This is an optimization exercise on Yosys and OpenROAD, whose aim is small area and a short achievable clock period, not a production implementation.
The RTL was checked by simulation tests, not by an equivalence proof against the original design.
Power and IR drop assume default switching activity.

==> 12-05 <==
==> flow/design.v (excerpt) <==
module lambda_layer_top #(
    parameter logic [15:0] RESET_SEED = 16'hACE1
) (
    input  wire                               clk,
    input  wire                               reset,
    input  wire [lambda_pkg::AXIL_ADDR_W-1:0] s_axil_awaddr,
    input  wire                               s_axil_awvalid,
    output logic                              s_axil_awready,
    input  wire [31:0]                        s_axil_wdata,
    input  wire [3:0]                         s_axil_wstrb,
    input  wire                               s_axil_wvalid,
    output logic                              s_axil_wready,
    output logic [1:0]                        s_axil_bresp,
    output logic                              s_axil_bvalid,
    input  wire                               s_axil_bready,
    input  wire [lambda_pkg::AXIL_ADDR_W-1:0] s_axil_araddr,
    input  wire                               s_axil_arvalid,
    output logic                              s_axil_arready,
    output logic [31:0]                       s_axil_rdata,
    output logic [1:0]                        s_axil_rresp,
    output logic                              s_axil_rvalid,
    input  wire                               s_axil_rready,
    input  wire                               in_valid,
    input  wire [15:0]                        in_mean,
    input  wire [15:0]                        in_var,
    output logic                              out_valid,
    output logic [15:0]                       out_lambda
);
    logic        noise_en;
    logic [15:0] seed_value;
    logic        seed_load;
    logic [15:0] eps_raw;
    logic        step;
    lambda_ctrl_regs #(.RESET_SEED(RESET_SEED)) i_ctrl_regs (
        .clk(clk), .reset(reset),
        .s_axil_awaddr(s_axil_awaddr), .s_axil_awvalid(s_axil_awvalid),
        .s_axil_awready(s_axil_awready),
        .s_axil_wdata(s_axil_wdata), .s_axil_wstrb(s_axil_wstrb),
        .s_axil_wvalid(s_axil_wvalid), .s_axil_wready(s_axil_wready),
        .s_axil_bresp(s_axil_bresp), .s_axil_bvalid(s_axil_bvalid),
        .s_axil_bready(s_axil_bready),
        .s_axil_araddr(s_axil_araddr), .s_axil_arvalid(s_axil_arvalid),
        .s_axil_arready(s_axil_arready),
        .s_axil_rdata(s_axil_rdata), .s_axil_rresp(s_axil_rresp),
        .s_axil_rvalid(s_axil_rvalid), .s_axil_rready(s_axil_rready),
        .out_valid(out_valid), .noise_en(noise_en),
  ...
==> module reparam_core, before the edit <==
module reparam_core (
    input  wire        clk,
    input  wire        reset,
    input  wire        in_valid,
    input  wire [15:0] in_mean,
    input  wire [15:0] in_var,
    input  wire [15:0] eps_raw,
    input  wire        noise_en,
    output logic       step,         
    output logic       out_valid,
    output logic [15:0] out_lambda
);
    localparam int EPS_SHIFT = 5;    
    logic [6:1] vq;
    always_ff @(posedge clk) begin
        if (reset) begin
            vq        <= '0;
            out_valid <= 1'b0;
        end else begin
            vq        <= {vq[5:1], in_valid};
            out_valid <= vq[6];
        end
    end
    assign step = vq[1];
    logic [14:0] p0;
    logic [6:0]  bm0;
    logic        neg0, ci0;
    softplus_pre i_sp_pre (.x(in_var), .p(p0), .bm(bm0), .neg(neg0), .ci(ci0));
    logic [14:0] p1;
    logic [6:0]  bm1;
    logic        neg1, ci1;
    logic [15:0] m1;
    always_ff @(posedge clk) begin
        p1   <= p0;
        bm1  <= bm0;
        neg1 <= neg0;
        ci1  <= ci0;
        m1   <= in_mean;
    end
    logic [10:0] sp_lo;
    logic [14:0] sp1;
    softplus_post i_sp_post (.p(p1), .bm(bm1), .neg(neg1), .ci(ci1), .sp_lo(sp_lo));
    assign sp1 = {p1[14:11], sp_lo};
    logic [23:0] rad1;
    assign rad1 = {1'b0, sp1, 8'd0};
    logic [13:0] r_c1 [0:4];
    logic [11:0] q_c1 [0:4];
    assign r_c1[0] = '0;
    assign q_c1[0] = '0;
    for (genvar k = 0; k < 4; k++) begin : g_c1
        sqrt_step #(.K(k)) i_st (.r_in(r_c1[k]), .qn_in(q_c1[k]), .pair(rad1[23-2*k -: 2]),
                                 .r_out(r_c1[k+1]), .qn_out(q_c1[k+1]));
    end
    logic [4:0]  r2;
    logic [3:0]  q2;
    logic [7:0]  sp2;
    logic [15:0] m2;
    always_ff @(posedge clk) begin
        r2  <= r_c1[4][4:0];
        q2  <= q_c1[4][3:0];
        sp2 <= sp1[7:0];
        m2  <= m1;
    end
    logic [13:0] r_c2 [4:6];
    logic [11:0] q_c2 [4:6];
    assign r_c2[4] = 14'(r2);
    assign q_c2[4] = 12'(q2);
    for (genvar k = 4; k < 6; k++) begin : g_c2
        sqrt_step #(.K(k)) i_st (.r_in(r_c2[k]), .qn_in(q_c2[k]), .pair(sp2[15-2*k -: 2]),
                                 .r_out(r_c2[k+1]), .qn_out(q_c2[k+1]));
    end
    logic [6:0]         r3;
    logic [5:0]         q3;
    logic [3:0]         sp3;
    logic [15:0]        m3;
    logic signed [10:0] e3;
    always_ff @(posedge clk) begin
        r3  <= r_c2[6][6:0];
        q3  <= q_c2[6][5:0];
        sp3 <= sp2[3:0];
        m3  <= m2;
        e3  <= noise_en ? eps_raw[15:EPS_SHIFT] : 11'd0;
    end
    logic [13:0] r_c3 [6:8];
    logic [11:0] q_c3 [6:8];
    assign r_c3[6] = 14'(r3);
    assign q_c3[6] = 12'(q3);
    for (genvar k = 6; k < 8; k++) begin : g_c3
        sqrt_step #(.K(k)) i_st (.r_in(r_c3[k]), .qn_in(q_c3[k]), .pair(sp3[15-2*k -: 2]),
                                 .r_out(r_c3[k+1]), .qn_out(q_c3[k+1]));
    end
    logic [8:0]         r4;
    logic [7:0]         q4;
    logic [15:0]        m4;
    logic signed [10:0] e4;
    always_ff @(posedge clk) begin
        r4 <= r_c3[8][8:0];
        q4 <= q_c3[8][7:0];
        m4 <= m3;
        e4 <= e3;
    end
    logic [13:0] r_c4 [8:10];
    logic [11:0] q_c4 [8:10];
    assign r_c4[8] = 14'(r4);
    assign q_c4[8] = 12'(q4);
    for (genvar k = 8; k < 10; k++) begin : g_c4
        sqrt_step #(.K(k)) i_st (.r_in(r_c4[k]), .qn_in(q_c4[k]), .pair(2'b00),
                                 .r_out(r_c4[k+1]), .qn_out(q_c4[k+1]));
    end
    logic [10:0]        r5;
    logic [9:0]         q5;
    logic [15:0]        m5;
    logic signed [10:0] e5;
    always_ff @(posedge clk) begin
        r5 <= r_c4[10][10:0];
        q5 <= q_c4[10][9:0];
        m5 <= m4;
        e5 <= e4;
    end
    logic [13:0] r_c5 [10:12];
    logic [11:0] q_c5 [10:12];
    assign r_c5[10] = 14'(r5);
    assign q_c5[10] = 12'(q5);
    for (genvar k = 10; k < 12; k++) begin : g_c5
        sqrt_step #(.K(k)) i_st (.r_in(r_c5[k]), .qn_in(q_c5[k]), .pair(2'b00),
                                 .r_out(r_c5[k+1]), .qn_out(q_c5[k+1]));
    end
    logic [24:0] ca5, cb5;
    mac_hi i_mac_hi (.q(~q5), .e(e5), .m(m5), .ca(ca5), .cb(cb5));
    logic [1:0]         s6;
    logic [24:0]        ca6, cb6;
    logic signed [10:0] e6;
    always_ff @(posedge clk) begin
        s6  <= ~q_c5[12][1:0];
        ca6 <= ca5;
        cb6 <= cb5;
        e6  <= e5;
    end
    logic [24:0] acc6;
    logic [16:0] sum;
    mac_lo i_mac_lo (.ca(ca6), .cb(cb6), .s(s6), .e(e6), .t(acc6));
    assign sum = acc6[24:8];
    always_ff @(posedge clk) begin
        if (sum[16] != sum[15]) begin
            out_lambda <= {sum[16], {15{~sum[16]}}};
        end else begin
            out_lambda <= sum[15:0];
        end
    end
endmodule
export LEC_CHECK = 0
export ABC_AREA = 1
export ABC_CLOCK_PERIOD_IN_PS = 3600
export CAP_MARGIN = 20
export CORE_MARGIN = 2
export CORE_UTILIZATION = 75
export CTS_BUF_LIST = sky130_fd_sc_hd__clkbuf_8
export CTS_CLUSTER_DIAMETER = 74
export CTS_CLUSTER_SIZE = 15
export PLACE_DENSITY = 0.82
export SETUP_SLACK_MARGIN = 4.5
export SLEW_MARGIN = 20
create_clock -name core_clock -period 8.0 [get_ports {clk}]
standard.sh (not shown) runs the stock make flow with config.mk's settings and CLKGATE_MAP_FILE= SYNTH_SCRIPT=/design/flow/synth_recipe.tcl, a recipe that flattens the netlist after the stock synthesis.
==> flow/flow/run.sh <==
#!/bin/bash
# The standard layout, with each port buffered by the smallest buffer
# cell (sky130_fd_sc_hd__buf_1) instead of the one buffer_ports picks.
# Everything else, synthesis included, is standard.sh unchanged.
set -euo pipefail
export BUFFER_PORTS_ARGS="-buffer_cell sky130_fd_sc_hd__buf_1"
bash standard.sh synth > synth.log 2>&1
bash standard.sh > layout.log 2>&1
==> inputs of 12-24, as changes to 12-05 <==
--- a/flow/design.v
+++ b/flow/design.v
@@ -46,21 +46,13 @@
     logic        wr_req;
     logic        rd_req;
     logic        bad_q;
     logic [15:0] seed_q;
     logic [31:0] count_q;
     logic [31:0] rd_word;
-    logic        bvalid_d;
-    logic        rvalid_d;
-    logic [31:0] count_inc;
-    assign count_inc[0] = ~count_q[0];
-    for (genvar i = 1; i < 32; i++) begin : g_inc
-        assign count_inc[i] = count_q[i] ^ (&count_q[i-1:0]);
-    end
-    assign bvalid_d = wr_req || (s_axil_bvalid && !s_axil_bready);
-    assign rvalid_d = rd_req || (s_axil_rvalid && !s_axil_rready);
+    assign idle   = !s_axil_bvalid && !s_axil_rvalid;
     assign wr_req = idle && s_axil_awvalid && s_axil_wvalid;
     assign rd_req = idle && s_axil_arvalid && !(s_axil_awvalid && s_axil_wvalid);
     assign s_axil_awready = idle;
     assign s_axil_wready  = idle;
     assign s_axil_arready = idle && !(s_axil_awvalid && s_axil_wvalid);
     assign s_axil_bresp   = {bad_q, 1'b0};      
@@ -75,33 +67,37 @@
         endcase
     end
     always_ff @(posedge clk) begin
         if (reset) begin
             s_axil_bvalid <= 1'b0;
             s_axil_rvalid <= 1'b0;
-            idle          <= 1'b1;
             noise_en      <= 1'b0;
             seed_q        <= RESET_SEED;
             seed_load     <= 1'b0;
             count_q       <= '0;
         end else begin
             seed_load <= wr_req && (s_axil_awaddr == REG_SEED);
             if (out_valid) begin
-                count_q <= count_inc;
+                count_q <= count_q + 32'd1;
             end
-            s_axil_bvalid <= bvalid_d;
-            s_axil_rvalid <= rvalid_d;
-            idle          <= !bvalid_d && !rvalid_d;
             if (wr_req) begin
+                s_axil_bvalid <= 1'b1;
                 if (s_axil_awaddr == REG_CTRL && s_axil_wstrb[0]) begin
                     noise_en <= s_axil_wdata[0];
                 end
                 if (s_axil_awaddr == REG_SEED) begin
                     if (s_axil_wstrb[0]) seed_q[7:0]  <= s_axil_wdata[7:0];
                     if (s_axil_wstrb[1]) seed_q[15:8] <= s_axil_wdata[15:8];
                 end
+            end else if (s_axil_bvalid && s_axil_bready) begin
+                s_axil_bvalid <= 1'b0;
+            end
+            if (rd_req) begin
+                s_axil_rvalid <= 1'b1;
+            end else if (s_axil_rvalid && s_axil_rready) begin
+                s_axil_rvalid <= 1'b0;
             end
         end
     end
     always_ff @(posedge clk) begin
         if (wr_req) begin
             bad_q <= !((s_axil_awaddr == REG_CTRL) || (s_axil_awaddr == REG_SEED));
@@ -148,42 +144,28 @@
     output logic        ci      
 );
     logic       below, above, lin, u;
     logic [2:0] idx;
     logic [1:0] j;
     logic [7:0] f;
+    logic [14:0] b;
     logic [9:0] c;
     logic [10:0] d;
     assign below = x[15] & ~(&x[14:10]);
     assign above = ~x[15] & (|x[14:10]);
     assign lin   = ~below & ~above;
     assign idx   = {~x[10], x[9:8]};    
     assign u     = idx[2];
     assign j     = u ? ~idx[1:0] : idx[1:0];
     assign f     = x[7:0];
-    logic [9:0]  f3, f97;
-    logic [10:0] f5;
-    logic [6:0] bh;
-    assign f3  = {1'b0, f, 1'b0} + {2'd0, f};
-    assign f5  = {1'b0, f, 2'b0} + {3'd0, f};
-    assign f97 = {1'b0, f, 1'b0} + {2'd0, f} + {7'd0, f[7:5]};
-    always_comb begin
-        case (j)
-            2'd0:    bh = {4'd0, f[7:5]};
-            2'd1:    bh = {2'd0, f5[10:6]};
-            2'd2:    bh = {1'b0, f3[9:4]};
-            default: bh = f97[9:3];
-        endcase
-    end
-    logic bz;
     always_comb begin
         case (j)
-            2'd0:    bz = (f[4:0] == 5'd0);
-            2'd1:    bz = (f[5:0] == 6'd0);
-            2'd2:    bz = (f[3:0] == 4'd0);
-            default: bz = (f == 8'd0);
+            2'd0:    b = {4'd0, f, 3'd0};
+            2'd1:    b = {3'd0, f, 4'd0} + {5'd0, f, 2'd0};
+            2'd2:    b = {2'd0, f, 5'd0} + {3'd0, f, 4'd0};
+            default: b = {1'b0, f, 6'd0} + {2'd0, f, 5'd0} + {7'd0, f};
         endcase
     end
     always_comb begin
         case (idx)
             3'd0:    c = 10'd4;
             3'd1:    c = 10'd13;
@@ -194,15 +176,15 @@
             3'd6:    c = 10'd545;
             default: c = 10'd780;
         endcase
     end
     assign d   = {1'b0, c} + (u ? {3'd0, f} : 11'd0);
     assign p   = above ? x[14:0] : (lin ? {4'd0, d} : 15'd0);
-    assign bm  = lin ? bh : 7'd0;
+    assign bm  = lin ? b[14:8] : 7'd0;
     assign neg = lin & u;
-    assign ci  = lin & u & bz;
+    assign ci  = lin & u & (b[7:0] == 8'd0);
 endmodule
 module softplus_post (
     input  wire [14:0]  p,
     input  wire [6:0]   bm,
     input  wire         neg,
     input  wire         ci,
@@ -214,32 +196,28 @@
 `timescale 1ns/1ps
 `default_nettype none
 module sqrt_step #(
     parameter int K = 0
 ) (
     input  wire [13:0]  r_in,     
-    input  wire [11:0]  qn_in,    
+    input  wire [11:0]  q_in,     
     input  wire [1:0]   pair,     
     output logic [13:0] r_out,    
-    output logic [11:0] qn_out    
+    output logic [11:0] q_out     
 );
     localparam int W = K + 3;
     logic [W-1:0] t;
-    logic [W:0]   ntrial;         
-    logic [W:0]   d;              
-    logic         lt;
-    assign t      = {r_in[K:0], pair};
-    if (K == 0) begin : g_first
-        assign ntrial = 4'b1110;
-    end else begin : g_rest
-        assign ntrial = {2'b11, qn_in[K-1:0], 2'b10};
-    end
-    assign d      = {1'b0, t} + ntrial + (W+1)'(1);
-    assign lt     = d[W];
-    assign r_out  = 14'(lt ? t[K+1:0] : d[K+1:0]);
-    assign qn_out = 12'({qn_in, lt});
+    logic [W-1:0] trial;
+    logic [W:0]   d;
+    logic         ge;
+    assign t     = {r_in[K:0], pair};
+    assign trial = W'({q_in, 2'b01});
+    assign d     = {1'b0, t} - {1'b0, trial};
+    assign ge    = ~d[W];
+    assign r_out = 14'(ge ? d[K+1:0] : t[K+1:0]);
+    assign q_out = 12'({q_in, ge});
 endmodule
 `default_nettype wire
 `timescale 1ns/1ps
 `default_nettype none
 module reparam_core (
     input  wire        clk,
@@ -288,14 +266,14 @@
     assign rad1 = {1'b0, sp1, 8'd0};
     logic [13:0] r_c1 [0:4];
     logic [11:0] q_c1 [0:4];
     assign r_c1[0] = '0;
     assign q_c1[0] = '0;
     for (genvar k = 0; k < 4; k++) begin : g_c1
-        sqrt_step #(.K(k)) i_st (.r_in(r_c1[k]), .qn_in(q_c1[k]), .pair(rad1[23-2*k -: 2]),
-                                 .r_out(r_c1[k+1]), .qn_out(q_c1[k+1]));
+        sqrt_step #(.K(k)) i_st (.r_in(r_c1[k]), .q_in(q_c1[k]), .pair(rad1[23-2*k -: 2]),
+                                 .r_out(r_c1[k+1]), .q_out(q_c1[k+1]));
     end
     logic [4:0]  r2;
     logic [3:0]  q2;
     logic [7:0]  sp2;
     logic [15:0] m2;
     always_ff @(posedge clk) begin
@@ -306,14 +284,14 @@
     end
     logic [13:0] r_c2 [4:6];
     logic [11:0] q_c2 [4:6];
     assign r_c2[4] = 14'(r2);
     assign q_c2[4] = 12'(q2);
     for (genvar k = 4; k < 6; k++) begin : g_c2
-        sqrt_step #(.K(k)) i_st (.r_in(r_c2[k]), .qn_in(q_c2[k]), .pair(sp2[15-2*k -: 2]),
-                                 .r_out(r_c2[k+1]), .qn_out(q_c2[k+1]));
+        sqrt_step #(.K(k)) i_st (.r_in(r_c2[k]), .q_in(q_c2[k]), .pair(sp2[15-2*k -: 2]),
+                                 .r_out(r_c2[k+1]), .q_out(q_c2[k+1]));
     end
     logic [6:0]         r3;
     logic [5:0]         q3;
     logic [3:0]         sp3;
     logic [15:0]        m3;
     logic signed [10:0] e3;
@@ -326,14 +304,14 @@
     end
     logic [13:0] r_c3 [6:8];
     logic [11:0] q_c3 [6:8];
     assign r_c3[6] = 14'(r3);
     assign q_c3[6] = 12'(q3);
     for (genvar k = 6; k < 8; k++) begin : g_c3
-        sqrt_step #(.K(k)) i_st (.r_in(r_c3[k]), .qn_in(q_c3[k]), .pair(sp3[15-2*k -: 2]),
-                                 .r_out(r_c3[k+1]), .qn_out(q_c3[k+1]));
+        sqrt_step #(.K(k)) i_st (.r_in(r_c3[k]), .q_in(q_c3[k]), .pair(sp3[15-2*k -: 2]),
+                                 .r_out(r_c3[k+1]), .q_out(q_c3[k+1]));
     end
     logic [8:0]         r4;
     logic [7:0]         q4;
     logic [15:0]        m4;
     logic signed [10:0] e4;
     always_ff @(posedge clk) begin
@@ -344,14 +322,14 @@
     end
     logic [13:0] r_c4 [8:10];
     logic [11:0] q_c4 [8:10];
     assign r_c4[8] = 14'(r4);
     assign q_c4[8] = 12'(q4);
     for (genvar k = 8; k < 10; k++) begin : g_c4
-        sqrt_step #(.K(k)) i_st (.r_in(r_c4[k]), .qn_in(q_c4[k]), .pair(2'b00),
-                                 .r_out(r_c4[k+1]), .qn_out(q_c4[k+1]));
+        sqrt_step #(.K(k)) i_st (.r_in(r_c4[k]), .q_in(q_c4[k]), .pair(2'b00),
+                                 .r_out(r_c4[k+1]), .q_out(q_c4[k+1]));
     end
     logic [10:0]        r5;
     logic [9:0]         q5;
     logic [15:0]        m5;
     logic signed [10:0] e5;
     always_ff @(posedge clk) begin
@@ -362,22 +340,22 @@
     end
     logic [13:0] r_c5 [10:12];
     logic [11:0] q_c5 [10:12];
     assign r_c5[10] = 14'(r5);
     assign q_c5[10] = 12'(q5);
     for (genvar k = 10; k < 12; k++) begin : g_c5
-        sqrt_step #(.K(k)) i_st (.r_in(r_c5[k]), .qn_in(q_c5[k]), .pair(2'b00),
-                                 .r_out(r_c5[k+1]), .qn_out(q_c5[k+1]));
+        sqrt_step #(.K(k)) i_st (.r_in(r_c5[k]), .q_in(q_c5[k]), .pair(2'b00),
+                                 .r_out(r_c5[k+1]), .q_out(q_c5[k+1]));
     end
     logic [24:0] ca5, cb5;
-    mac_hi i_mac_hi (.q(~q5), .e(e5), .m(m5), .ca(ca5), .cb(cb5));
+    mac_hi i_mac_hi (.q(q5), .e(e5), .m(m5), .ca(ca5), .cb(cb5));
     logic [1:0]         s6;
     logic [24:0]        ca6, cb6;
     logic signed [10:0] e6;
     always_ff @(posedge clk) begin
-        s6  <= ~q_c5[12][1:0];
+        s6  <= q_c5[12][1:0];
         ca6 <= ca5;
         cb6 <= cb5;
         e6  <= e5;
     end
     logic [24:0] acc6;
     logic [16:0] sum;
==> flow/run.sh (new file) <==
#!/bin/bash
# synth_recipe.tcl (not shown) runs the flow's synth.tcl, then flattens the netlist and writes it again
# the make line also repeats each setting of config.mk as NAME=value (left out here)
make -C /OpenROAD-flow-scripts/flow DESIGN_CONFIG=/design/flow/config.mk WORK_HOME=/design/flow/orfs CLKGATE_MAP_FILE= SYNTH_SCRIPT=/design/flow/synth_recipe.tcl finish
CORE_UTILIZATION = 40   (was 75)
CTS_BUF_LIST = unset   (was sky130_fd_sc_hd__clkbuf_8)
CTS_CLUSTER_DIAMETER = unset   (was 74)
CTS_CLUSTER_SIZE = unset   (was 15)
PLACE_DENSITY = unset   (was 0.82)
SETUP_SLACK_MARGIN = 4.2   (was 4.5)
removed: flow/flow/run.sh
removed: flow/standard.sh
==> inputs of 06-25, as changes to 12-05 <==
--- a/flow/design.v
+++ b/flow/design.v
@@ -380,19 +380,17 @@
         e6  <= e5;
     end
     logic [24:0] acc6;
     logic [16:0] sum;
     mac_lo i_mac_lo (.ca(ca6), .cb(cb6), .s(s6), .e(e6), .t(acc6));
     assign sum = acc6[24:8];
+    logic [16:0] sum_q;
     always_ff @(posedge clk) begin
-        if (sum[16] != sum[15]) begin
-            out_lambda <= {sum[16], {15{~sum[16]}}};
-        end else begin
-            out_lambda <= sum[15:0];
-        end
+        sum_q <= sum;
     end
+    assign out_lambda = (sum_q[16] != sum_q[15]) ? {sum_q[16], {15{~sum_q[16]}}} : sum_q[15:0];
 endmodule
 `default_nettype none
 module mac_hi (
     input  wire [9:0]   q,      
     input  wire [10:0]  e,      
     input  wire [15:0]  m,      
SETUP_SLACK_MARGIN = 4.42   (was 4.5)
TNS_END_PERCENT = 25   (was unset)
==> inputs of 02-22, as changes to 12-05 <==
SETUP_SLACK_MARGIN = 4.42   (was 4.5)
==> comparison <==
The highest non-clock buffer count belongs to 12-05, the lowest to 12-24.
Clock power is about the same in 02-22 and 12-05.
Of 02-22 and 12-24, 12-24 has the higher critical path depth (gap 8).
Global-route usage, lowest first: 12-24, 06-25, 02-22, 12-05.
The lowest final cell count belongs to 06-25, the highest to 12-24.
Hold slack: 12-24 > 12-05 > 02-22 > 06-25.
In 06-25 the count of clock-buffer cells in the layout is lower than in 12-24, by 24.
The highest via count belongs to 12-05, the lowest to 06-25.
Maximum frequency, lowest first: 06-25, 12-24, 02-22, 12-05.
Sequential share of layout area, highest first: 06-25, 02-22, 12-05, 12-24.
Core utilization, lowest first: 12-24, 06-25, 02-22, 12-05.
==> figures <==
	12-05	02-22	06-25	12-24
Num CTS Buffers	30	30	30	44
Count of inverters not on the clock network in the layout	413	413	397	489
Run status	complete, no violations	complete, no violations	complete, no violations	complete, no violations
P_sw	2.63 mW	2.59 mW	2.57 mW	2.70 mW
Global-route wire length before repair	75.5 mm	75.0 mm	73.0 mm	75.2 mm
Core Region	0.0269 mm^2	0.0269 mm^2	0.0267 mm^2	0.0514 mm^2
Ratio of layout area to synthesized area	1.091x	1.076x	1.064x	1.163x
Start point of the worst min-delay path	i_core.e3[4]	i_core.e3[4]	i_core.e3[8]	i_core.m1[10]
Height of the die	169 um	169 um	168 um	232 um
Total power draw	6.39 mW	6.29 mW	6.26 mW	7.24 mW
Number of cells traversed by the worst register-to-register path	10	10	10	9
Cells after Synth	2432	2432	2385	2531
Max-slew headroom at the worst pin	0.536	0.527	0.494	0.316
Via count	16570	16467	16002	16101
Crit share post-route	0.451	0.451	0.458	0.456
Met2 wire len	23.5 mm	22.9 mm	21.6 mm	22.7 mm
Synthesized-area fraction occupied by adder cells	0.200	0.200	0.203	0.203
Source of the critical timing path	s_axil_wvalid	s_axil_wvalid	i_core.e5[8]	in_var[0]
Number of setup buffers added after CTS	14	10	0	0
Combined buffer and inverter count along the critical path	2	2	4	3
Die boundary width	169 um	169 um	168 um	232 um
Worst setup skew after layout	0.0408 ns	0.0411 ns	0.0547 ns	0.0189 ns
M1 WL	18.9 mm	18.5 mm	17.6 mm	19.2 mm

==> what the ideal ports hide <==
Ports are ideal in the flow. The routed layouts listed here were re-timed in OpenROAD.
Step 1, drivers: a clkbuf_16 drives clk and a buf_2 each remaining input, both assumed.
Step 2 times the ports against the registers' clock, not the clock port: input delays grow and output delays shrink by t, the midpoint of the rising clock arrivals with the driver on.
a / b / c = ideal ports / drivers / drivers and shift; a / b = the first two.
run | t (ns) | setup slack, ns | worst slew at a driven data input, ns
12-05 | 0.669 | 4.392 / 4.357 / 4.024 | 0.09
12-24 | 0.615 | 4.352 / 4.350 / 3.769 | 0.05
06-25 | 0.657 | 4.340 / 4.337 / 3.927 | 0.07
02-22 | 0.665 | 4.392 / 4.360 / 4.026 | 0.08
After both steps setup and hold are still met in every run listed. For 12-24, which loses most, drivers alone change the setup slack by -0.002 ns; drivers and shift together by -0.583 ns.
